What follows belongs to an exercise in optimizing a design on an open flow for small area, a short achievable clock period and few clock cycles; a production flow would make more cautious choices. In this exercise RTL edits were held to simulation tests only and were not proved equivalent to the original.

## run.sh

```bash
#!/bin/bash
# synth_recipe.tcl (not shown) runs the flow's synth.tcl, then flattens the netlist and writes it again
# the make line also repeats each setting of config.mk as NAME=value (left out here)
make -C /OpenROAD-flow-scripts/flow DESIGN_CONFIG=/design/flow/config.mk WORK_HOME=/design/flow/orfs CLKGATE_MAP_FILE= SYNTH_SCRIPT=/design/flow/synth_recipe.tcl finish
```

## config.mk

```make
export PLATFORM = sky130hd
export DESIGN_NAME = rc_channel_conditioner
export DESIGN_NICKNAME = rc_channel_conditioner
export VERILOG_FILES = /design/flow/design.v
export SDC_FILE = /design/flow/constraint.sdc
export NUM_CORES = 4
export LEC_CHECK = 0
export CAP_MARGIN = 20
export CORE_MARGIN = 2
export CORE_UTILIZATION = 35
export SETUP_SLACK_MARGIN = 5
export SLEW_MARGIN = 20
```

## constraint.sdc

```tcl
create_clock -name core_clock -period 11.0 [get_ports {clk_i}]
set_input_delay 2.2000 -clock core_clock [delete_from_list [all_inputs] [get_ports {clk_i}]]
set_output_delay 2.2000 -clock core_clock [all_outputs]
set_load 0.01 [all_outputs]
```

## design.v

```verilog
`default_nettype none
package rcc_pkg;
  localparam int SAMPLE_BITS    = 11;
  localparam int CHANNEL_COUNT  = 16;
  localparam int STICK_COUNT    = 4;
  localparam int CH_BITS        = 4;
  localparam int PACK_BITS      = STICK_COUNT * SAMPLE_BITS;
  localparam int VALUE_BITS     = 16;
  localparam int THR_BITS       = 11;
  localparam int CFG_INDEX_BITS = 3;
  localparam int CFG_DATA_BITS  = PACK_BITS;
  localparam logic [VALUE_BITS-1:0] SCALE_LOW_RST  = 16'hff01;   
  localparam logic [VALUE_BITS-1:0] SCALE_HIGH_RST = 16'd255;
  localparam logic [THR_BITS-1:0]   THR_LOW_RST    = 11'd200;
  localparam logic [THR_BITS-1:0]   THR_HIGH_RST   = 11'd1100;
endpackage
`default_nettype wire
`default_nettype none
import rcc_pkg::*;
module rc_channel_conditioner (
  input  wire                                   clk_i,
  input  wire                                   rst_ni,
  input  wire                                   cfg_valid_i,
  output logic                                  cfg_ready_o,
  input  wire  [rcc_pkg::CFG_INDEX_BITS-1:0]    cfg_index_i,
  input  wire  [rcc_pkg::CFG_DATA_BITS-1:0]     cfg_data_i,
  input  wire                                   in_valid_i,
  output logic                                  in_ready_o,
  input  wire  [rcc_pkg::CH_BITS-1:0]           channel_index_i,
  input  wire  [rcc_pkg::SAMPLE_BITS-1:0]       raw_value_i,
  input  wire                                   fail_safe_i,
  output logic                                  out_valid_o,
  input  wire                                   out_ready_i,
  output logic signed [rcc_pkg::VALUE_BITS-1:0] conditioned_value_o,
  output logic                                  rising_edge_o,
  output logic                                  falling_edge_o,
  output logic                                  zero_span_o
);
  logic [3:0][10:0] lo_q, hi_q;
  logic [3:0]       inv_q;
  logic [15:0]      sl_q, sh_q;
  logic [10:0]      tl_q, th_q;
  assign cfg_ready_o = 1'b1;
  always_ff @(posedge clk_i or negedge rst_ni) begin
    if (!rst_ni) begin
      lo_q  <= '0;
      hi_q  <= '1;
      inv_q <= '0;
      sl_q  <= SCALE_LOW_RST;
      sh_q  <= SCALE_HIGH_RST;
      tl_q  <= THR_LOW_RST;
      th_q  <= THR_HIGH_RST;
    end else if (cfg_valid_i) begin
      case (cfg_index_i)
        3'd0: lo_q  <= cfg_data_i;
        3'd1: hi_q  <= cfg_data_i;
        3'd2: inv_q <= cfg_data_i[3:0];
        3'd3: sl_q  <= cfg_data_i[15:0];
        3'd4: sh_q  <= cfg_data_i[15:0];
        3'd5: tl_q  <= cfg_data_i[10:0];
        3'd6: th_q  <= cfg_data_i[10:0];
        default: ;
      endcase
    end
  end
  logic        spos_q;     
  logic        sdiv_q;     
  logic [3:0]  neg_q;      
  logic [15:0] s_q;        
  logic [15:0] nsl_q;      
  logic        cfg_hold;
  always_ff @(posedge clk_i or negedge rst_ni) begin
    if (!rst_ni) cfg_hold <= 1'b1;
    else         cfg_hold <= cfg_valid_i;
  end
  logic [16:0] s_full;
  assign s_full = {sh_q[15], sh_q} - {sl_q[15], sl_q};
  assign s_q    = s_full[15:0];
  assign nsl_q  = 16'd0 - sl_q;
  always_ff @(posedge clk_i) begin
    spos_q <= !s_full[16] && (s_full[15:0] != 16'd0);
    sdiv_q <= !s_full[16] && (s_full[15:1] != 15'd0);
    for (int i = 0; i < 4; i++) neg_q[i] <= (hi_q[i] < lo_q[i]);
  end
  logic [3:0] msb;
  logic [2:0] grp0;
  always_comb begin
    msb = 4'd0;
    for (int i = 0; i < 16; i++) if (s_q[i]) msb = 4'(i);
  end
  assign grp0 = msb[0] ? msb[3:1] : (msb[3:1] - 3'd1);
  logic        in_v, in_st, in_fs, in_zs, in_nz, in_go;
  logic [3:0]  in_ch;
  logic [11:0] in_d;       
  logic [11:0] in_nn;      
  logic [11:0] in_dmn;     
  logic [12:0] in_dm2n;    
  logic [2:0]  cnt;        
  logic [1:0]  bq;         
  logic [10:0] rq;
  logic [15:0] aq, cq;
  logic        pv, p_st, p_fs, p_zs;
  logic [3:0]  p_ch;
  logic        out_v;
  logic [15:0] oval;
  logic        orise, ofall, ozs;
  logic [15:0] zq;
  logic in_ng, in_sat, in_last, out_free, p_can, run, step, st_done;
  logic ns_direct, ns_hold, fire, in_leave;
  assign in_ng   = !in_fs && sdiv_q && !in_zs && in_nz && !in_d[11] && in_dmn[11];
  assign in_sat  = spos_q && !in_zs && in_nz && !in_d[11] && !in_dmn[11];
  assign in_last = !in_ng || (cnt == 3'd0);
  assign out_free  = !out_v || out_ready_i;
  assign p_can     = !pv || out_free;
  assign run       = in_v && in_st && p_can;
  assign step      = run && in_ng;
  assign st_done   = run && in_last;
  assign ns_direct = in_v && !in_st && !pv && out_free;
  assign ns_hold   = in_v && !in_st && !pv && !out_free;
  assign fire      = (pv || (in_v && !in_st)) && out_free;
  assign in_leave  = st_done || ns_direct || ns_hold;
  assign in_ready_o = !cfg_hold && (!in_v || (!pv && (!in_st || in_last)));
  logic [1:0]  idx;
  logic [10:0] lo, hi, xr, ar, hr;
  logic        ng;
  logic [11:0] dsg, nn, dmn;
  logic [12:0] dm2n;
  assign idx = channel_index_i[1:0];
  assign lo  = lo_q[idx];
  assign hi  = hi_q[idx];
  assign ng  = neg_q[idx];
  assign xr   = raw_value_i ^ {11{ng}};
  assign ar   = lo ^ {11{ng}};
  assign hr   = hi ^ {11{ng}};
  assign dsg  = {1'b0, xr} - {1'b0, ar};                     
  assign nn   = {1'b0, ar} - {1'b0, hr};                     
  assign dmn  = {1'b0, xr} - {1'b0, hr};                     
  assign dm2n = {2'b0, xr} + {2'b0, ar} - {1'b0, hr, 1'b0};  
  always_ff @(posedge clk_i or negedge rst_ni) begin
    if (!rst_ni) begin
      in_v <= 1'b0;
    end else begin
      in_v <= in_ready_o ? in_valid_i : (in_v && !in_leave);
    end
  end
  always_ff @(posedge clk_i) begin
    if (in_ready_o) begin
      in_st   <= (channel_index_i[3:2] == 2'b00);
      in_ch   <= channel_index_i;
      in_fs   <= fail_safe_i;
      in_zs   <= (lo == hi);
      in_nz   <= (raw_value_i != lo);
      in_d    <= (channel_index_i[3:2] == 2'b00) ? dsg : {1'b0, raw_value_i};
      in_nn   <= nn;
      in_dmn  <= dmn;
      in_dm2n <= dm2n;
      in_go   <= 1'b0;
      cnt     <= grp0;
      bq      <= s_q[{grp0, 1'b0} +: 2];
    end else if (step) begin
      in_go   <= 1'b1;
      cnt     <= cnt - 3'd1;
      bq      <= s_q[{cnt - 3'd1, 1'b0} +: 2];
    end
  end
  logic [2:0][10:0] r_s;
  logic [1:0]       dga, dgc;
  logic [1:0][10:0] t0;
  logic [1:0][12:0] t1, t2;
  always_comb begin
    r_s[0] = rq;
    for (int k = 0; k < 2; k++) begin
      t0[k] = {r_s[k][9:0], 1'b0} + (bq[1-k] ? in_d[10:0] : 11'd0);
      t1[k] = {1'b0, r_s[k], 1'b0} + (bq[1-k] ? {in_dmn[11], in_dmn} : {in_nn[11], in_nn});
      t2[k] = {1'b0, r_s[k], 1'b0} + (bq[1-k] ? in_dm2n : {in_nn, 1'b0});
      dgc[k] = !t2[k][12];
      dga[k] = !t1[k][12] && t2[k][12];
      r_s[k+1] = dgc[k] ? t2[k][10:0] : (dga[k] ? t1[k][10:0] : t0[k]);
    end
  end
  always_ff @(posedge clk_i) begin
    if (in_ready_o) begin
      rq <= msb[0] ? 11'd0 : dsg[10:0];
    end else if (step) begin
      rq <= r_s[2];
    end
    if (step) begin
      aq <= {(in_go ? aq[13:0] : 14'd0), dga[0], dga[1]};
      cq <= {(in_go ? cq[13:0] : 14'd0), dgc[0], dgc[1]};
    end else if (st_done) begin
      aq <= in_sat ? s_q : 16'd0;
      cq <= 16'd0;
    end else if (ns_hold) begin
      aq <= {4'd0, in_d};
    end
  end
  always_ff @(posedge clk_i or negedge rst_ni) begin
    if (!rst_ni) begin
      pv <= 1'b0;
    end else begin
      pv <= st_done || ns_hold || (pv && !out_free);
    end
  end
  always_ff @(posedge clk_i) begin
    if (st_done || ns_hold) begin
      p_st <= in_st;
      p_ch <= in_ch;
      p_fs <= in_fs;
      p_zs <= in_zs;
    end
  end
  logic        pinv;
  logic [15:0] base, x2, x3, cs_s, cs_k, k2, ssum, stick_val;
  logic        stick_zero;
  assign pinv = inv_q[p_ch[1:0]];
  assign base = pinv ? nsl_q : sl_q;
  assign x2   = aq ^ {16{pinv}};
  assign x3   = {cq[14:0], 1'b0} ^ {16{pinv}};
  assign cs_s = base ^ x2 ^ x3;
  assign cs_k = (base & x2) | (base & x3) | (x2 & x3);
  assign k2   = {cs_k[14:0], pinv};
  assign ssum = cs_s + k2 + {15'd0, pinv};
  assign stick_zero = p_fs || ((cs_s ^ k2) == {(cs_s[14:0] | k2[14:0]), pinv});
  assign stick_val  = p_fs ? 16'd0 :
                      ((pinv && ssum == 16'h8000) ? 16'h7fff : ssum);
  logic [10:0] nraw;
  logic [3:0]  nch;
  logic [11:0] dtl;
  logic        sw2, sw3, gt_th, lt_tl, gt_tl, zprev;
  logic [15:0] ns_val;
  logic        ns_zero, ns_keep;
  assign nraw  = pv ? aq[10:0] : in_d[10:0];
  assign nch   = pv ? p_ch : in_ch;
  assign sw2   = (nch == 4'd4) || (nch == 4'd6) || (nch == 4'd9);
  assign sw3   = (nch == 4'd5) || (nch == 4'd7) || (nch == 4'd8);
  assign gt_th = nraw > th_q;
  assign dtl   = {1'b0, nraw} - {1'b0, tl_q};
  assign lt_tl = dtl[11];
  assign gt_tl = !dtl[11] && (nraw != tl_q);
  assign zprev = zq[nch];
  always_comb begin
    ns_keep = 1'b0;
    if (sw2) begin
      if (gt_th)      ns_val = 16'd1;
      else if (lt_tl) ns_val = 16'd0;
      else begin
        ns_val  = {15'd0, zprev};
        ns_keep = 1'b1;
      end
    end else if (sw3) begin
      if (gt_th)      ns_val = 16'd2;
      else if (gt_tl) ns_val = 16'd1;
      else            ns_val = 16'd0;
    end else begin
      ns_val = {5'd0, nraw};
    end
  end
  assign ns_zero = (ns_val == 16'd0);
  logic        e_stick, e_zero, e_keep;
  logic [15:0] e_val;
  assign e_stick = pv && p_st;
  assign e_val   = e_stick ? stick_val : ns_val;
  assign e_zero  = e_stick ? stick_zero : ns_zero;
  assign e_keep  = !e_stick && ns_keep;
  always_ff @(posedge clk_i or negedge rst_ni) begin
    if (!rst_ni) begin
      zq    <= '1;
      out_v <= 1'b0;
    end else begin
      if (fire && !e_keep) zq[nch] <= e_zero;
      out_v <= fire || (out_v && !out_ready_i);
    end
  end
  always_ff @(posedge clk_i) begin
    if (fire) begin
      oval  <= e_val;
      orise <= zprev && !e_zero;
      ofall <= !zprev && e_zero;
      ozs   <= e_stick && p_zs;
    end
  end
  assign out_valid_o         = out_v;
  assign conditioned_value_o = oval;
  assign rising_edge_o       = orise;
  assign falling_edge_o      = ofall;
  assign zero_span_o         = ozs;
endmodule
`default_nettype wire
```

==> results of run 1 <==
[repair_timing]
item,CTS,global route
gates resized for setup,36,76
hold buffers,0,0
buffers inserted,24,18
gates cloned,7,1
setup endpoints to repair,29,29
pin swaps,16,38
[registers in the layout, indices dropped and copies added, names as in the netlist, 2 cells and up]
register	count
aq	16
bq	2
cnt	3
cq	15
hi_q	44
in_ch	4
in_d	12
in_dm2n	13
in_dmn	12
in_nn	12
inv_q	4
lo_q	44
neg_q	4
oval	16
p_ch	4
rq	11
sh_q	16
sl_q	16
th_q	11
tl_q	11
zq	16
[worst max path at each step]
stage                             from           to  slack (ns)
floorplan           channel_index_i[0]  in_dm2n[12]        4.96
global placement    channel_index_i[1]  in_dm2n[11]        3.85
detailed placement               bq[1]       rq[10]        3.68
CTS                              bq[1]        rq[6]        5.00
global route                     bq[1]        rq[1]        4.55
finish                           bq[1]        rq[1]        4.90
[kinds of logic after synthesis]
logic type | after synthesis | share of synthesized area, %
and+or+nand+nor | 544 | 11.4
AOI/OAI and AO/OA | 491 | 13.5
DFF | 303 | 36.3
xor gates and xnor gates | 233 | 8.96
adders and majority gates | 256 | 15.2
other | 1 | 0.0164
muxes | 176 | 9.75
buffers and inverters | 296 | 4.92
[worst max-delay path: cells and delay by family, from the launching register on]
kind	cells	cell delay, ns
AO/OA/AOI/OAI	15	2.75
adder cells (fa/ha/maj)	2	0.46
AND/OR/NAND/NOR	4	0.43
buffers and inverters	5	0.75
multiplexers	2	0.42
flip-flops	1	0.42
XOR/XNOR	2	0.53
[final cells by class]
cell class | count | area (um2) | share of cell area (%)
timing repair buffer | 153 | 1560 | 5.79
tap | 855 | 1070 | 3.98
multi-input combinational | 1702 | 14000 | 51.9
clock inverter | 17 | 111 | 0.414
inverter | 220 | 828 | 3.08
clock buffer | 52 | 1050 | 3.92
sequential | 303 | 8300 | 30.9
[layer usage]
layer | vias up | wire length [um] | GRT usage [%]
met4 | 0 | 2610 | 7.95
met1 | 8547 | 29800 | 25.9
met2 | 435 | 29200 | 30.2
met5 | - | 0 | 0
met3 | 117 | 2820 | 2.53
li1 | 8261 | - | -
[cells in the final DEF, fill, tap and decap left out, types with 17 or more instances in the layout]
master / instances
nand2b_1: 51
inv_1: 215
dfrtp_1: 81
nor2b_1: 29
dfstp_2: 85
mux2_2: 122
fa_1: 35
a22oi_1: 19
a21oi_1: 110
edfxtp_1: 130
clkbuf_16: 40
a21o_1: 71
nand3_1: 21
nand2_1: 240
xor2_1: 87
o21a_1: 20
mux4_2: 25
xnor2_1: 131
o21ai_0: 133
nand4_1: 17
mux2i_1: 26
and2_1: 35
buf_4: 47
clkdlybuf4s50_1: 85
ha_1: 214
nor2_1: 75
[cell usage after synthesis, types with 9 or more instances]
| master | number |
|---|---|
| ha_1 | 221 |
| dfrtp_1 | 81 |
| and2_1 | 36 |
| nor2_1 | 79 |
| nor3_1 | 20 |
| a21o_1 | 71 |
| inv_1 | 218 |
| nand4_1 | 17 |
| o21ai_0 | 150 |
| clkbuf_1 | 65 |
| nand3_1 | 21 |
| mux2_2 | 122 |
| dfstp_2 | 85 |
| fa_1 | 35 |
| nand2_1 | 240 |
| mux4_2 | 25 |
| nor4_1 | 10 |
| xnor2_1 | 133 |
| o21bai_1 | 14 |
| nand2b_1 | 53 |
| edfxtp_1 | 130 |
| nor2b_1 | 30 |
| xor2_1 | 99 |
| a21oi_1 | 122 |
| o21a_1 | 20 |
| mux2i_1 | 27 |
| o31ai_1 | 9 |
| o41ai_1 | 19 |
| a22oi_1 | 19 |
[metrics by stage]
stage | cells | worst slack [ns] | utilization [%] | hold WS (ns)
2_1_floorplan | 2300 | 4.96 | - | 0.417
3_3_place_gp | 3183 | 3.85 | 38.3 | 0.432
3_5_place_dp | 3183 | 3.68 | 38.3 | 0.434
4_1_cts | 3283 | 5.00 | 40.9 | 0.434
5_1_grt | 3302 | 4.55 | 41.6 | 0.454
6_report | 3302 | 4.90 | 41.6 | 0.436
==> run_results.csv, run 1 <==
group,metric,value,unit
status,status,"timing/DRC/antenna clean",
setup_path,reg2reg_from,"bq[1]",
setup_path,worst-endpoint-required,11.27,ns
timing,relSlewSlack,32.7,%
synthesis,ys.flop_type,"edfxtp_1",
placement,place_congestion,0.901,
synthesis,ys_types,79,
cells_and_area,nNetsFinal,2742,
placement,port-buffer-count,88,
setup_path,r2r_cells,30,
cts,clockRootBuffer,"clkbuf_16",
floorplanning,die_area,67400,um2
global_routing,antenna_found_initial,0,
min_path,holdPathStages,0,
floorplanning,die-height,260,um
synthesis,syn-num-nets,2624,
detailed_routing,wl,64400,um
setup_path,cp_max_fo,8,
detailed_routing,avgViaCountPerCell,5.26,
global_routing,grt_pass1_wl,99400,um
synthesis,synth.top_cells.by_area,"edfxtp_1 (17%), ha_1 (12%), dfstp_2 (9.8%)",
setup_path,cpMaxStageDelayCell,"edfxtp_1",
setup_path,crit_path_end_kind,"flip-flop",
placement,hpwl,48500,um
cts,cts.path.max_buffers,3,
global_routing,grt_pass1_vias,17592,
setup_path,rrSetupSlack,4.90,ns
setup_path,path_class,"reg -> reg",
detailed_routing,route.detailed.drc,0,
detailed_routing,final_antenna_net_count,0,
floorplanning,fp-row-count,93,
cells_and_area,num_antenna_cells,0,
timing,grt_setup_unrepaired,"true",
setup_path,r2r_end,"rq[1]",
floorplanning,start_util,35.4,%
cells_and_area,drive_gt1_share,18.1,%
cts,clk_pin_slew_worst_paths,0.06,ns
cts,cts_tree,"done",
cts,cts.sinks,303,
min_path,whs_endpoint,"p_ch[2]",
detailed_routing,via_count,17360,
min_path,hp-class,"reg -> reg",
synthesis,synth.yosys.seq_area_share,36.3,%
setup_path,cp-start-kind,"flip-flop",
placement,place_area,24700,um2
synthesis,yosys.area.top_type,"edfxtp_1",
cts,clk_latency,0.56,ns
synthesis,syn-instance-count,2300,
cells_and_area,area_growth,17.6,%
detailed_routing,first_iter_violations,1145,
synthesis,synth.avg_cell_area,9.94,um2
synthesis,yosys_warnings,1,
synthesis,async_reset_ff_share,54.8,%
global_routing,grt_start_max_net_pins,89,
global_routing,grt_use_total,19.0,%
synthesis,ys_ff_latch,303,
timing,tightest_slew,1.01,ns
cells_and_area,design_area,26900,um2
synthesis,yosys.area.top_type_share,17.1,%
run,maxCapViolations,0,
cells_and_area,fillCellCount,6117,
timing,slew_violations,0,
timing,fin_tns_setup,0,ns
setup_path,cpMostUsedCell,"a21oi_2",
timing,hold_violations,0,
setup_path,critPathMaxStageDelay,0.42,ns
min_path,worstHoldStart,"in_ch[2]",
detailed_routing,wl_per_cell,19.5,um
synthesis,synth_edf_count,130,
timing,final-setup-viol-count,0,
floorplanning,core_area,64600,um2
cts,numCtsBuffers,38,
timing,period_share,55.4,%
synthesis,synth_area,22900,um2
timing,fin_skew,0.0306,ns
floorplanning,ios,90,
cts,htreeDepth,2,
timing,max_freq,164,MHz
global_routing,overflow,0,
floorplanning,die_w,260,um
detailed_routing,drt_first_pass_iters,5,
timing,period_needed,6.10,ns
setup_path,critPathArrivalTime,6.36,ns
Testbench counts, summed over its fixed seeds: cycles 12,326.
==> run 2, diff against run 1 <==
--- a/design.v
+++ b/design.v
@@ -66,8 +66,8 @@
   logic        spos_q;     
   logic        sdiv_q;     
   logic [3:0]  neg_q;      
-  logic [15:0] s_q;        
-  logic [15:0] nsl_q;      
+  logic [15:0] sdiff;      
+  logic [15:0] nsl;        
   logic        cfg_hold;
   always_ff @(posedge clk_i or negedge rst_ni) begin
     if (!rst_ni) cfg_hold <= 1'b1;
@@ -75,8 +75,8 @@
   end
   logic [16:0] s_full;
   assign s_full = {sh_q[15], sh_q} - {sl_q[15], sl_q};
-  assign s_q    = s_full[15:0];
-  assign nsl_q  = 16'd0 - sl_q;
+  assign sdiff    = s_full[15:0];
+  assign nsl    = 16'd0 - sl_q;
   always_ff @(posedge clk_i) begin
     spos_q <= !s_full[16] && (s_full[15:0] != 16'd0);
     sdiv_q <= !s_full[16] && (s_full[15:1] != 15'd0);
@@ -86,7 +86,7 @@
   logic [2:0] grp0;
   always_comb begin
     msb = 4'd0;
-    for (int i = 0; i < 16; i++) if (s_q[i]) msb = 4'(i);
+    for (int i = 0; i < 16; i++) if (sdiff[i]) msb = 4'(i);
   end
   assign grp0 = msb[0] ? msb[3:1] : (msb[3:1] - 3'd1);
   logic        in_v, in_st, in_fs, in_zs, in_nz, in_go;
@@ -156,11 +156,11 @@
       in_dm2n <= dm2n;
       in_go   <= 1'b0;
       cnt     <= grp0;
-      bq      <= s_q[{grp0, 1'b0} +: 2];
+      bq      <= sdiff[{grp0, 1'b0} +: 2];
     end else if (step) begin
       in_go   <= 1'b1;
       cnt     <= cnt - 3'd1;
-      bq      <= s_q[{cnt - 3'd1, 1'b0} +: 2];
+      bq      <= sdiff[{cnt - 3'd1, 1'b0} +: 2];
     end
   end
   logic [2:0][10:0] r_s;
@@ -188,7 +188,7 @@
       aq <= {(in_go ? aq[13:0] : 14'd0), dga[0], dga[1]};
       cq <= {(in_go ? cq[13:0] : 14'd0), dgc[0], dgc[1]};
     end else if (st_done) begin
-      aq <= in_sat ? s_q : 16'd0;
+      aq <= in_sat ? sdiff : 16'd0;
       cq <= 16'd0;
     end else if (ns_hold) begin
       aq <= {4'd0, in_d};
@@ -213,7 +213,7 @@
   logic [15:0] base, x2, x3, cs_s, cs_k, k2, ssum, stick_val;
   logic        stick_zero;
   assign pinv = inv_q[p_ch[1:0]];
-  assign base = pinv ? nsl_q : sl_q;
+  assign base = pinv ? nsl : sl_q;
   assign x2   = aq ^ {16{pinv}};
   assign x3   = {cq[14:0], 1'b0} ^ {16{pinv}};
   assign cs_s = base ^ x2 ^ x3;
==> flow/run.sh (new file) <==
#!/bin/bash
# The standard layout (standard.sh), with the input and output port
# buffers made of sky130_fd_sc_hd__buf_1 cells instead of the delay buffers
# the placer picks by default. Every port still gets its buffer.
set -euo pipefail
export BUFFER_PORTS_ARGS="-buffer_cell sky130_fd_sc_hd__buf_1"
bash standard.sh > standard.log 2>&1
==> standard.sh (new file) <==
#!/bin/bash
# synth_recipe.tcl (not shown) runs the flow's synth.tcl, then flattens the netlist and writes it again
# the make line also repeats each setting of config.mk as NAME=value (left out here)
make -C /OpenROAD-flow-scripts/flow DESIGN_CONFIG=/design/flow/config.mk WORK_HOME=/design/flow/orfs CLKGATE_MAP_FILE= SYNTH_SCRIPT=/design/flow/synth_recipe.tcl "${@:-finish}"
--- a/config.mk
+++ b/config.mk
@@ -8,5 +8,7 @@
 export CAP_MARGIN = 20
 export CORE_MARGIN = 2
 export CORE_UTILIZATION = 35
+export CTS_CLUSTER_DIAMETER = 60
+export CTS_CLUSTER_SIZE = 30
 export SETUP_SLACK_MARGIN = 5
 export SLEW_MARGIN = 20
removed: run.sh
==> run 2 against run 1 <==
Flip-flop and latch count stayed put. Register-to-register slack better by 0.19 ns. Cell count is 0.15% lower. Count of clock-buffer cells in the layout is 23 lower. Die area stayed put. Critical path depth is 11 lower. Fmax is 2.7% higher. Clock skew is 0.0033 ns higher. Critical path type is now in -> reg. Largest cell class unchanged.
==> run_results.csv, run 2 <==
group,metric,value,unit
min_path,worstHoldStart,"in_ch[3]",
synthesis,ys.flop_type,"edfxtp_1",
timing,period_share,54.0,%
synthesis,synth.yosys.seq_area_share,36.3,%
floorplanning,ios,90,
cts,cts.path.max_buffers,3,
cts,clk_pin_slew_worst_paths,0.08,ns
global_routing,antenna_found_initial,2,
cts,htreeDepth,1,
floorplanning,fp-row-count,93,
synthesis,synth_edf_count,130,
setup_path,crit_path_end_kind,"flip-flop",
cts,clockRootBuffer,"clkbuf_16",
synthesis,async_reset_ff_share,54.8,%
setup_path,critical_path_buf_inv_count,5,
setup_path,cpMostUsedCell,"a21oi_1",
cells_and_area,nNetsFinal,2745,
setup_path,path_class,"in -> reg",
min_path,holdPathStages,0,
cells_and_area,multi_input_area,14000,um2
timing,grt_setup_unrepaired,"true",
synthesis,syn-instance-count,2300,
placement,port-buffer-count,88,
setup_path,rrSetupSlack,5.09,ns
min_path,hp-class,"reg -> reg",
detailed_routing,final_antenna_net_count,0,
synthesis,yosys.area.top_type_share,17.1,%
setup_path,critPathMaxStageDelay,0.81,ns
cts,cts_tree,"done",
floorplanning,die_w,260,um
timing,fin_skew,0.0339,ns
floorplanning,core_area,64600,um2
run,maxCapViolations,0,
cells_and_area,layout_commonest_cell,"nand2_1",
timing,fin_tns_setup,0,ns
cells_and_area,fillCellCount,6255,
setup_path,crit_chain,"buf_6 > buf_12 > mux4_4 > buf_4 > xor2_1 > inv_1 > ha_1 > inv_1 > fa_1 > a21o_1 > a21oi_1 > o21ai_0 > a21oi_1 > o21ai_0 > a21oi_1 > o21bai_1 > a21oi_1 > xnor2_1 > a221o_1",
detailed_routing,route.detailed.drc,0,
global_routing,grt_pass1_vias,17312,
detailed_routing,wl,64200,um
timing,hold_violations,0,
timing,period_needed,5.94,ns
synthesis,yosysMostFrequentCell,"nand2_1",
setup_path,r2r_cells,28,
floorplanning,die_area,67400,um2
synthesis,yosys_warnings,1,
timing,tightest_slew,1.04,ns
status,status,"timing/DRC/antenna clean",
detailed_routing,wl_per_cell,19.5,um
synthesis,ys_ff_latch,303,
timing,relSlewSlack,30.7,%
timing,max_freq,168,MHz
cells_and_area,reg_top3,"hi_q: 44 flops, lo_q: 44 flops",
cts,numCtsBuffers,27,
synthesis,syn-num-nets,2624,
global_routing,grt_start_max_net_pins,85,
timing,final-setup-viol-count,0,
cells_and_area,drive_gt1_share,18.3,%
setup_path,r2r_end,"rq[10]",
min_path,whs_endpoint,"p_ch[3]",
cts,cts.sinks,303,
setup_path,critPathTopFamily,"compound AO/OA/AOI/OAI gates",
timing,holdWs,0.458,ns
synthesis,synth.avg_cell_area,9.94,um2
global_routing,overflow,0,
detailed_routing,via_count,17423,
synthesis,yosys.area.top_type,"edfxtp_1",
floorplanning,start_util,35.4,%
setup_path,cp_max_fo,7,
detailed_routing,wl_met2,29200,um
cells_and_area,final_cell_mix,"nand2_1 (240), inv_1 (217), ha_1 (212)",
floorplanning,die-height,260,um
setup_path,cp-start-kind,"input port",
global_routing,grt_use_total,18.5,%
setup_path,critPathArrivalTime,6.25,ns
detailed_routing,wl_met1,29100,um
global_routing,grt_pass1_wl,98300,um
cts,clk_latency,0.59,ns
synthesis,synth.top_cells.by_area,"edfxtp_1 (17%), ha_1 (12%), dfstp_2 (9.8%)",
cells_and_area,ff_latch_area,8300,um2
setup_path,worst-endpoint-required,11.31,ns
detailed_routing,first_iter_violations,1181,
synthesis,ys_types,79,
placement,hpwl,48700,um
cells_and_area,area_growth,14.7,%
detailed_routing,drt_first_pass_iters,5,
synthesis,netlist_top_cells_count,"nand2_1 (240), ha_1 (221), inv_1 (218)",
placement,place_congestion,0.906,
setup_path,reg2reg_from,"bq[1]",
setup_path,cpMaxStageDelayCell,"mux4_4",
detailed_routing,wl_met3,3500,um
detailed_routing,highest_layer,"met5",
timing,slew_violations,0,
synthesis,synth_area,22900,um2
detailed_routing,avgViaCountPerCell,5.28,
run 2: changes by cell type in the layout (fill, tap and decap cells not counted), sizes merged, moves of 2 or more:
| cell | delta |
|---|---|
| clkinv | -8 |
| bufbuf | -2 |
| inv | +13 |
| clkinvlp | -2 |
| clkdlybuf4s50 | -85 |
| buf | +98 |
| clkbuf | -20 |
run 2: stage by stage:
step	instances	util, %	setup slack (ns)	cell area [um2]
2_1_floorplan	2300	-	4.96	23000
3_5_place_dp	3184	37.4	3.80	24200
6_report	3297	40.6	5.06	26200
3_3_place_gp	3184	37.4	4.03	24200
5_1_grt	3296	40.6	4.80	26200
4_1_cts	3269	39.8	5.01	25700
run 2: timing repair:
action,4_1_cts,5_1_grt
gates resized for setup,40,74
endpoints found under the setup margin,24,31
pin swaps,22,43
cloned,10,2
hold buffers,0,0
buffers inserted,26,25
endpoints found under the hold margin,0,0
run 2: kinds of logic after synthesis:
kind of cell	share of synthesized area, %
AND/OR/NAND/NOR	11.4
AO/OA/AOI/OAI	13.5
flip-flops	36.3
buffers and inverters	4.92
adder cells (fa/ha/maj)	15.2
XOR/XNOR	8.96
multiplexers	9.75
other	0.0164
run 2: final cells by class:
cell class / count / area share [%]
multi-input cells: 1703 / 53.2
flip-flops and latches: 303 / 31.7
repair buffers: 166 / 4.11
well taps: 855 / 4.08
inverters: 220 / 3.16
clock buffers: 29 / 2.72
clock inverters: 20 / 1.04
diodes: 1 / 0.00954
run 2: worst max path at each step:
stage | from | to | slack (ns) | depth (start not counted)
CTS | bq[1] | rq[10] | 5.01 | 31
detailed placement | bq[1] | rq[10] | 3.80 | 29
global placement | channel_index_i[0] | in_dm2n[11] | 4.03 | 18
floorplan | channel_index_i[0] | in_dm2n[12] | 4.96 | 19
finish | channel_index_i[0] | rq[10] | 5.06 | 19
global route | bq[1] | rq[10] | 4.80 | 31
run 2: per-layer routing:
layer / track usage, % / vias up
met5: 0 / -
met4: 6.24 / 2
met3: 2.43 / 118
met2: 29.9 / 480
met1: 25.6 / 8519
li1: - / 8304
Testbench counts of run 2, summed over its fixed seeds: cycles 12,326.
==> run 3, diff against run 2 <==
--- a/design.v
+++ b/design.v
@@ -63,10 +63,10 @@
       endcase
     end
   end
+  logic [15:0] s_q;        
   logic        spos_q;     
   logic        sdiv_q;     
   logic [3:0]  neg_q;      
-  logic [15:0] sdiff;      
   logic [15:0] nsl;        
   logic        cfg_hold;
   always_ff @(posedge clk_i or negedge rst_ni) begin
@@ -75,9 +75,9 @@
   end
   logic [16:0] s_full;
   assign s_full = {sh_q[15], sh_q} - {sl_q[15], sl_q};
-  assign sdiff    = s_full[15:0];
-  assign nsl    = 16'd0 - sl_q;
-  always_ff @(posedge clk_i) begin
+  assign nsl  = 16'd0 - sl_q;
+  always_ff @(posedge clk_i) begin
+    s_q    <= s_full[15:0];
     spos_q <= !s_full[16] && (s_full[15:0] != 16'd0);
     sdiv_q <= !s_full[16] && (s_full[15:1] != 15'd0);
     for (int i = 0; i < 4; i++) neg_q[i] <= (hi_q[i] < lo_q[i]);
@@ -86,7 +86,7 @@
   logic [2:0] grp0;
   always_comb begin
     msb = 4'd0;
-    for (int i = 0; i < 16; i++) if (sdiff[i]) msb = 4'(i);
+    for (int i = 0; i < 16; i++) if (s_q[i]) msb = 4'(i);
   end
   assign grp0 = msb[0] ? msb[3:1] : (msb[3:1] - 3'd1);
   logic        in_v, in_st, in_fs, in_zs, in_nz, in_go;
@@ -156,11 +156,11 @@
       in_dm2n <= dm2n;
       in_go   <= 1'b0;
       cnt     <= grp0;
-      bq      <= sdiff[{grp0, 1'b0} +: 2];
+      bq      <= s_q[{grp0, 1'b0} +: 2];
     end else if (step) begin
       in_go   <= 1'b1;
       cnt     <= cnt - 3'd1;
-      bq      <= sdiff[{cnt - 3'd1, 1'b0} +: 2];
+      bq      <= s_q[{cnt - 3'd1, 1'b0} +: 2];
     end
   end
   logic [2:0][10:0] r_s;
@@ -188,7 +188,7 @@
       aq <= {(in_go ? aq[13:0] : 14'd0), dga[0], dga[1]};
       cq <= {(in_go ? cq[13:0] : 14'd0), dgc[0], dgc[1]};
     end else if (st_done) begin
-      aq <= in_sat ? sdiff : 16'd0;
+      aq <= in_sat ? s_q : 16'd0;
       cq <= 16'd0;
     end else if (ns_hold) begin
       aq <= {4'd0, in_d};
==> flow/run.sh (replaced) <==
#!/bin/bash
# The standard layout (standard.sh) with two changes to how it is built:
#  - the input and output port buffers are sky130_fd_sc_hd__buf_1 cells
#    instead of the delay buffers the placer picks by default (every port
#    still gets its buffer);
#  - clock tree synthesis clusters up to 30 sinks within 60 um per buffer and
#    adds no dummy loads.
set -euo pipefail
export BUFFER_PORTS_ARGS="-buffer_cell sky130_fd_sc_hd__buf_1"
export CTS_ARGS="-sink_clustering_enable -repair_clock_nets -sink_clustering_size 30 -sink_clustering_max_diameter 60 -dont_use_dummy_load"
bash standard.sh > standard.log 2>&1
==> run 3 against run 2 <==
Still clean. First-iteration DRC count grew 6.7%. Fmax is 2.6% higher. Highest routed layer unchanged.
==> run_results.csv, run 3 <==
group,metric,value,unit
setup_path,rrSetupSlack,5.34,ns
global_routing,grt_use_total,18.8,%
timing,fin_tns_setup,0,ns
cts,clockRootBuffer,"clkbuf_16",
timing,final-setup-viol-count,0,
detailed_routing,first_iter_violations,1260,
min_path,worstHoldStart,"in_ch[0]",
detailed_routing,route.detailed.drc,0,
detailed_routing,via_count,17892,
cts,cts.sinks,319,
setup_path,cp-start-kind,"input port",
synthesis,ys.flop_type,"edfxtp_1",
setup_path,critPathArrivalTime,6.06,ns
placement,port-buffer-count,88,
cells_and_area,area_growth,9.82,%
synthesis,yosysMostFrequentCell,"nand2_1",
min_path,hp-class,"reg -> reg",
placement,place_congestion,0.893,
floorplanning,start_util,35.3,%
setup_path,reg2reg_from,"bq[1]",
timing,hold_violations,0,
status,status,"timing/DRC/antenna clean",
detailed_routing,wl_per_cell,19.8,um
setup_path,cp_max_fo,33,
synthesis,synth.yosys.seq_area_share,36.4,%
cts,cts_tree,"done",
floorplanning,die-height,264,um
timing,relSlewSlack,27.9,%
setup_path,critPathMaxStageDelay,0.57,ns
global_routing,antenna_found_initial,1,
timing,fin_skew,0.0725,ns
setup_path,cpMaxStageDelayCell,"fa_1",
floorplanning,fp-row-count,95,
cts,htreeDepth,1,
cts,cts.path.max_buffers,3,
synthesis,netlist_top_cells_count,"nand2_1 (233), ha_1 (221), inv_1 (212)",
synthesis,ys_ff_latch,319,
cts,numCtsBuffers,29,
setup_path,r2r_cells,25,
cells_and_area,final_cell_mix,"nand2_1 (232), ha_1 (221), inv_1 (211)",
min_path,holdPathStages,0,
synthesis,synth_edf_count,130,
timing,max_freq,173,MHz
timing,tightest_slew,1.06,ns
synthesis,yosys.area.top_type_share,16.5,%
setup_path,crit_path_end_kind,"flip-flop",
cts,holdBufCountCts,0,
timing,period_needed,5.78,ns
min_path,whs_endpoint,"p_ch[0]",
synthesis,synth.avg_cell_area,9.84,um2
detailed_routing,final_antenna_net_count,0,
placement,place_area,25000,um2
global_routing,grt_pass1_wl,103000,um
floorplanning,ios,90,
global_routing,grt_start_max_net_pins,85,
setup_path,r2r_end,"rq[0]",
synthesis,yosys_warnings,1,
cells_and_area,fin_util,38.8,%
detailed_routing,drt_first_pass_iters,5,
cells_and_area,reg_top3,"hi_q: 44 flops, lo_q: 44 flops",
synthesis,syn-instance-count,2410,
global_routing,overflow,0,
cts,clk_latency,0.61,ns
global_routing,grt_pass1_vias,18166,
run,maxCapViolations,0,
synthesis,async_reset_ff_share,52.0,%
synthesis,syn-num-nets,2734,
synthesis,yosys.area.top_type,"edfxtp_1",
cells_and_area,layout_commonest_cell,"nand2_1",
timing,slew_violations,0,
synthesis,synth.top_cells.by_area,"edfxtp_1 (16%), ha_1 (12%), dfstp_2 (9.4%)",
setup_path,path_class,"in -> reg",
cells_and_area,drive_gt1_share,14.6,%
cells_and_area,nNetsFinal,2809,
floorplanning,die_area,69900,um2
setup_path,crit_chain,"clkbuf_2 > buf_12 > mux4_2 > buf_6 > xor2_4 > fa_1 > inv_1 > ha_1 > a21oi_2 > o21ai_0 > a21oi_1 > nand2b_1 > a21boi_0 > o41ai_2 > buf_4 > mux2i_1 > nand4_1",
cells_and_area,num_antenna_cells,0,
synthesis,synth_area,23700,um2
floorplanning,die_w,264,um
synthesis,ys_types,80,
timing,holdWs,0.494,ns
detailed_routing,avgViaCountPerCell,5.33,
cells_and_area,design_area,26000,um2
placement,hpwl,53000,um
detailed_routing,wl,66300,um
timing,grt_setup_unrepaired,"true",
cts,clk_pin_slew_worst_paths,0.08,ns
timing,period_share,52.6,%
setup_path,worst-endpoint-required,11.28,ns
floorplanning,core_area,67200,um2
-- run 3: critical path, delay by kind of cell --
kind	cells	cell delay [ns]
XOR/XNOR	1	0.26
buffers and inverters	5	0.81
AO/OA/AOI/OAI	5	0.87
multiplexers	2	0.73
adder cells (fa/ha/maj)	2	0.90
AND/OR/NAND/NOR	2	0.24
-- run 3: layout make-up --
| type | count | area (um2) |
|---|---|---|
| flip-flops and latches | 319 | 8620 |
| well taps | 873 | 1090 |
| fillers | 6580 | 41100 |
| inverters | 215 | 807 |
| clock buffers | 29 | 726 |
| multi-input cells | 1801 | 14200 |
| repair buffers | 119 | 608 |
-- run 3: metal layers --
layer	share of wire [%]	up-vias	track usage (%)
met4	3.0	2	5.42
li1	-	8621	-
met1	46	8716	25.6
met2	46	460	31.5
met3	4.9	93	1.91
met5	0.017	-	0
-- run 3: repair_timing --
item                                    4_1_cts  5_1_grt
endpoints found under the hold margin         0        0
pin swaps                                     3        5
buffers inserted                              5       10
gates resized for setup                      18       23
endpoints found under the setup margin       19       26
-- run 3: per-stage QoR --
| step | instances | setup slack (ns) |
|---|---|---|
| after global routing | 3356 | 4.98 |
| after global placement | 3312 | 4.14 |
| after floorplan | 2410 | 5.00 |
| after CTS | 3346 | 5.01 |
| after detailed placement | 3312 | 3.99 |
| final | 3356 | 5.22 |
-- run 3: how the worst max path moves through the flow --
stage | start | to | cells past startpoint
final | channel_index_i[0] | in_dm2n[11] | 17
after global routing | bq[1] | rq[10] | 24
after CTS | bq[1] | rq[10] | 26
after detailed placement | bq[1] | rq[7] | 24
after global placement | bq[1] | rq[7] | 24
after floorplan | channel_index_i[0] | in_dm2n[11] | 16
-- run 3: cell families after synthesis --
family,Yosys count,share of synthesized area (%)
and+or+nand+nor,653,13.1
AOI/OAI and AO/OA,478,12.9
muxes,191,10.1
buffers and inverters,290,4.68
adders and majority gates,256,14.6
other,1,0.0158
xor gates and xnor gates,222,8.20
DFF,319,36.4
Testbench counts of run 3, summed over its fixed seeds: cycles 12,326.
==> run 4, diff against run 3 <==
==> flow/run.sh (replaced) <==
#!/bin/bash
# The standard layout (standard.sh) with two changes to how it is built:
#  - the input and output port buffers are sky130_fd_sc_hd__buf_1 cells
#    instead of the delay buffers the placer picks by default (every port
#    still gets its buffer);
#  - clock tree synthesis builds the tree of sky130_fd_sc_hd__clkbuf_8 cells,
#    clusters up to 20 sinks within 50 um per buffer and adds no dummy loads.
set -euo pipefail
export BUFFER_PORTS_ARGS="-buffer_cell sky130_fd_sc_hd__buf_1"
export CTS_ARGS="-sink_clustering_enable -repair_clock_nets -sink_clustering_size 20 -sink_clustering_max_diameter 50 -dont_use_dummy_load -buf_list sky130_fd_sc_hd__clkbuf_8"
bash standard.sh > standard.log 2>&1
--- a/config.mk
+++ b/config.mk
@@ -8,7 +8,5 @@
 export CAP_MARGIN = 20
 export CORE_MARGIN = 2
 export CORE_UTILIZATION = 35
-export CTS_CLUSTER_DIAMETER = 60
-export CTS_CLUSTER_SIZE = 30
 export SETUP_SLACK_MARGIN = 5
 export SLEW_MARGIN = 20
==> run 4 against run 3 <==
Via count increased by 0.45%. Fmax down 0.91%. Critical path depth fell by 2. Routed wire length rose by 0.35%. Flip-flop and latch count unchanged. Sequential share of layout area increased by 0.28 points. Critical path type unchanged.
==> run_results.csv, run 4 <==
group,metric,value,unit
detailed_routing,first_iter_violations,1190,
cts,cts_tree,"done",
timing,fin_tns_setup,0,ns
synthesis,ys.flop_type,"edfxtp_1",
timing,final-setup-viol-count,0,
synthesis,yosys.area.top_type,"edfxtp_1",
cts,clockRootBuffer,"clkbuf_8",
synthesis,synth_area,23700,um2
synthesis,synth.avg_cell_area,9.84,um2
cells_and_area,layout_commonest_cell,"nand2_1",
setup_path,r2r_cells,26,
placement,pre_cts_slack,3.99,ns
timing,relSlewSlack,25.8,%
setup_path,worst-endpoint-required,11.29,ns
synthesis,syn-num-nets,2734,
synthesis,ys_ff_latch,319,
floorplanning,core_area,67200,um2
run,maxCapViolations,0,
synthesis,yosys_warnings,1,
floorplanning,die-height,264,um
min_path,hp-class,"reg -> reg",
timing,grt_setup_unrepaired,"true",
detailed_routing,avgViaCountPerCell,5.34,
cells_and_area,fillCellCount,6614,
floorplanning,die_area,69900,um2
cells_and_area,ff_latch_area,8620,um2
detailed_routing,final_antenna_net_count,0,
cells_and_area,drive_gt1_share,14.9,%
global_routing,grt_pass1_wl,103000,um
setup_path,endpoint,"in_d[11]",
synthesis,synth_edf_count,130,
global_routing,overflow,0,
timing,max_freq,171,MHz
placement,port-buffer-count,88,
status,status,"timing/DRC/antenna clean",
synthesis,yosysMostFrequentCell,"nand2_1",
timing,period_share,53.1,%
synthesis,ys_types,80,
floorplanning,start_util,35.3,%
cts,clk_pin_slew_worst_paths,0.08,ns
cts,clk_latency,0.63,ns
timing,fin_skew,0.0826,ns
timing,period_needed,5.84,ns
cells_and_area,multi_input_area,14200,um2
setup_path,cp-start-kind,"input port",
synthesis,syn-instance-count,2410,
setup_path,r2r_end,"rq[10]",
synthesis,yosys.area.top_type_share,16.5,%
placement,place_congestion,0.893,
floorplanning,fp-row-count,95,
global_routing,grt_pass1_vias,18184,
detailed_routing,wl,66500,um
cts,numCtsBuffers,39,
setup_path,rrSetupSlack,5.36,ns
timing,fin_ws,5.16,ns
detailed_routing,drt_first_pass_iters,6,
cells_and_area,nNetsFinal,2819,
setup_path,reg2reg_from,"bq[1]",
global_routing,grt_use_total,18.9,%
cts,cts.sinks,319,
setup_path,crit_path_end_kind,"flip-flop",
synthesis,synth.yosys.seq_area_share,36.4,%
timing,slew_violations,0,
floorplanning,die_w,264,um
global_routing,antenna_found_initial,2,
cells_and_area,fin_util,38.5,%
detailed_routing,via_count,17973,
floorplanning,ios,90,
global_routing,grt_start_max_net_pins,85,
cts,htreeDepth,2,
timing,hold_violations,0,
synthesis,synth.top_cells.by_area,"edfxtp_1 (16%), ha_1 (12%), dfstp_2 (9.4%)",
setup_path,path_class,"in -> reg",
cells_and_area,instances_no_fill,3367,
cts,cts.path.max_buffers,3,
setup_path,critPathArrivalTime,6.12,ns
detailed_routing,wl_per_cell,19.8,um
detailed_routing,route.detailed.drc,0,
cells_and_area,final_cell_mix,"nand2_1 (232), ha_1 (221), inv_1 (211)",
cells_and_area,area_growth,8.90,%
synthesis,async_reset_ff_share,52.0,%
cells_and_area,reg_top3,"hi_q: 44 flops, lo_q: 44 flops",
placement,placed_cells,3312,
setup_path,cp_max_fo,33,
timing,tightest_slew,1.11,ns
placement,hpwl,53000,um
min_path,worstHoldStart,"sh_q[8]",
setup_path,cp-startpoint,"channel_index_i[0]",
synthesis,netlist_top_cells_count,"nand2_1 (233), ha_1 (221), inv_1 (212)",
## run 4: cell count changes in the layout (fill, tap and decap cells not counted)
| cell | delta |
|---|---|
| xor2_4 | -2 |
| clkbuf_8 | +39 |
| a2111oi_1 | -1 |
| diode_2 | +1 |
| xor2_2 | +1 |
| clkbuf_16 | -29 |
| a2111oi_0 | +1 |
| xor2_1 | +1 |
## run 4: worst max-delay path, cell delays in order
cell and delay (ns):
clkbuf_2 0.11, buf_12 0.21, mux4_2 0.53, buf_6 0.25, xor2_1 0.22, inv_1 0.20, ha_1 0.26, nor2b_1 0.13
o21ai_0 0.24, a21boi_0 0.17, o21ai_0 0.25, a21oi_1 0.16, a31oi_1 0.29, o21bai_1 0.10, a2111oi_0 0.76
## run 4: cell type report
type	instances	area share (%)
Multi-Input combinational cell	1801	54.8
Sequential cell	319	33.4
Tap cell	873	4.23
Inverter	215	3.12
Timing Repair Buffer	119	2.35
Clock buffer	39	2.08
Antenna cell	1	0.00969
## run 4: kinds of logic (layout without fill, tap and decap cells)
logic type	Yosys count	count (layout)	synth area share (%)
other cells	1	2	0.0158
flops	319	319	36.4
buf+inv	290	373	4.68
compound gates	478	478	12.9
fa+ha+maj	256	256	14.6
simple gates	653	653	13.1
mux	191	191	10.1
xor+xnor	222	222	8.20
## run 4: per-layer routing
metal	routed length (um)	global-route usage (%)	share of wire, %	vias to the layer above
met1	30500	25.5	46	8801
li1	-	-	-	8634
met3	2990	2.40	4.5	85
met4	1930	5.96	2.9	2
met5	11	0	0.017	-
met2	31100	31.5	47	451
## run 4: stage by stage
stage / cell area [um2] / hold slack [ns]
after detailed placement: 25000 / 0.494
after global routing: 25800 / 0.521
after global placement: 25000 / 0.492
after floorplan: 23700 / 0.419
after CTS: 25700 / 0.510
final: 25800 / 0.506
## run 4: how the worst min path moves through the flow
stage | endpoint | slack, ns | depth (start not counted)
floorplan | p_fs | 0.42 | 0
global placement | tl_q[4] | 0.49 | 1
detailed placement | th_q[7] | 0.49 | 1
CTS | th_q[7] | 0.51 | 1
global route | sh_q[15] | 0.52 | 1
finish | sh_q[8] | 0.51 | 1
## run 4: what timing repair did
action	4_1_cts	5_1_grt
buffers inserted	5	10
hold buffers	0	0
resized for setup	16	21
pin swaps	3	5
hold endpoints to repair	0	0
setup endpoints to repair	18	24

-- separate check: timing with driven ports --
Ports are ideal in the flow. The routed layouts listed here were re-timed in OpenROAD. Step 1 (the two cells are an assumption about what drives the block):
set clk [get_ports {clk_i}]
set_driving_cell -lib_cell sky130_fd_sc_hd__clkbuf_16 $clk
set_driving_cell -lib_cell sky130_fd_sc_hd__buf_2 [delete_from_list [all_inputs] $clk]
Step 2 also shifts input and output timing later by t, the mid clock arrival at the registers, as if the neighbouring blocks saw the same clock. Slacks: ideal ports / drivers / drivers and shift; pairs: ideal ports / drivers.
| run | shift t [ns] | setup slack, ns | worst data-port slew with drivers (ns) |
|---|---|---|---|
| run 1 | 0.601 | 4.902 / 4.902 / 4.552 | 0.05 |
| run 2 | 0.625 | 5.064 / 5.078 / 4.453 | 0.09 |
| run 3 | 0.636 | 5.216 / 5.244 / 4.608 | 0.07 |
| run 4 | 0.647 | 5.163 / 5.191 / 4.544 | 0.08 |
After both steps every run listed still meets setup and hold. The setup slack of run 4, which loses most, moves by +0.028 ns with the drivers and by -0.619 ns with both steps.
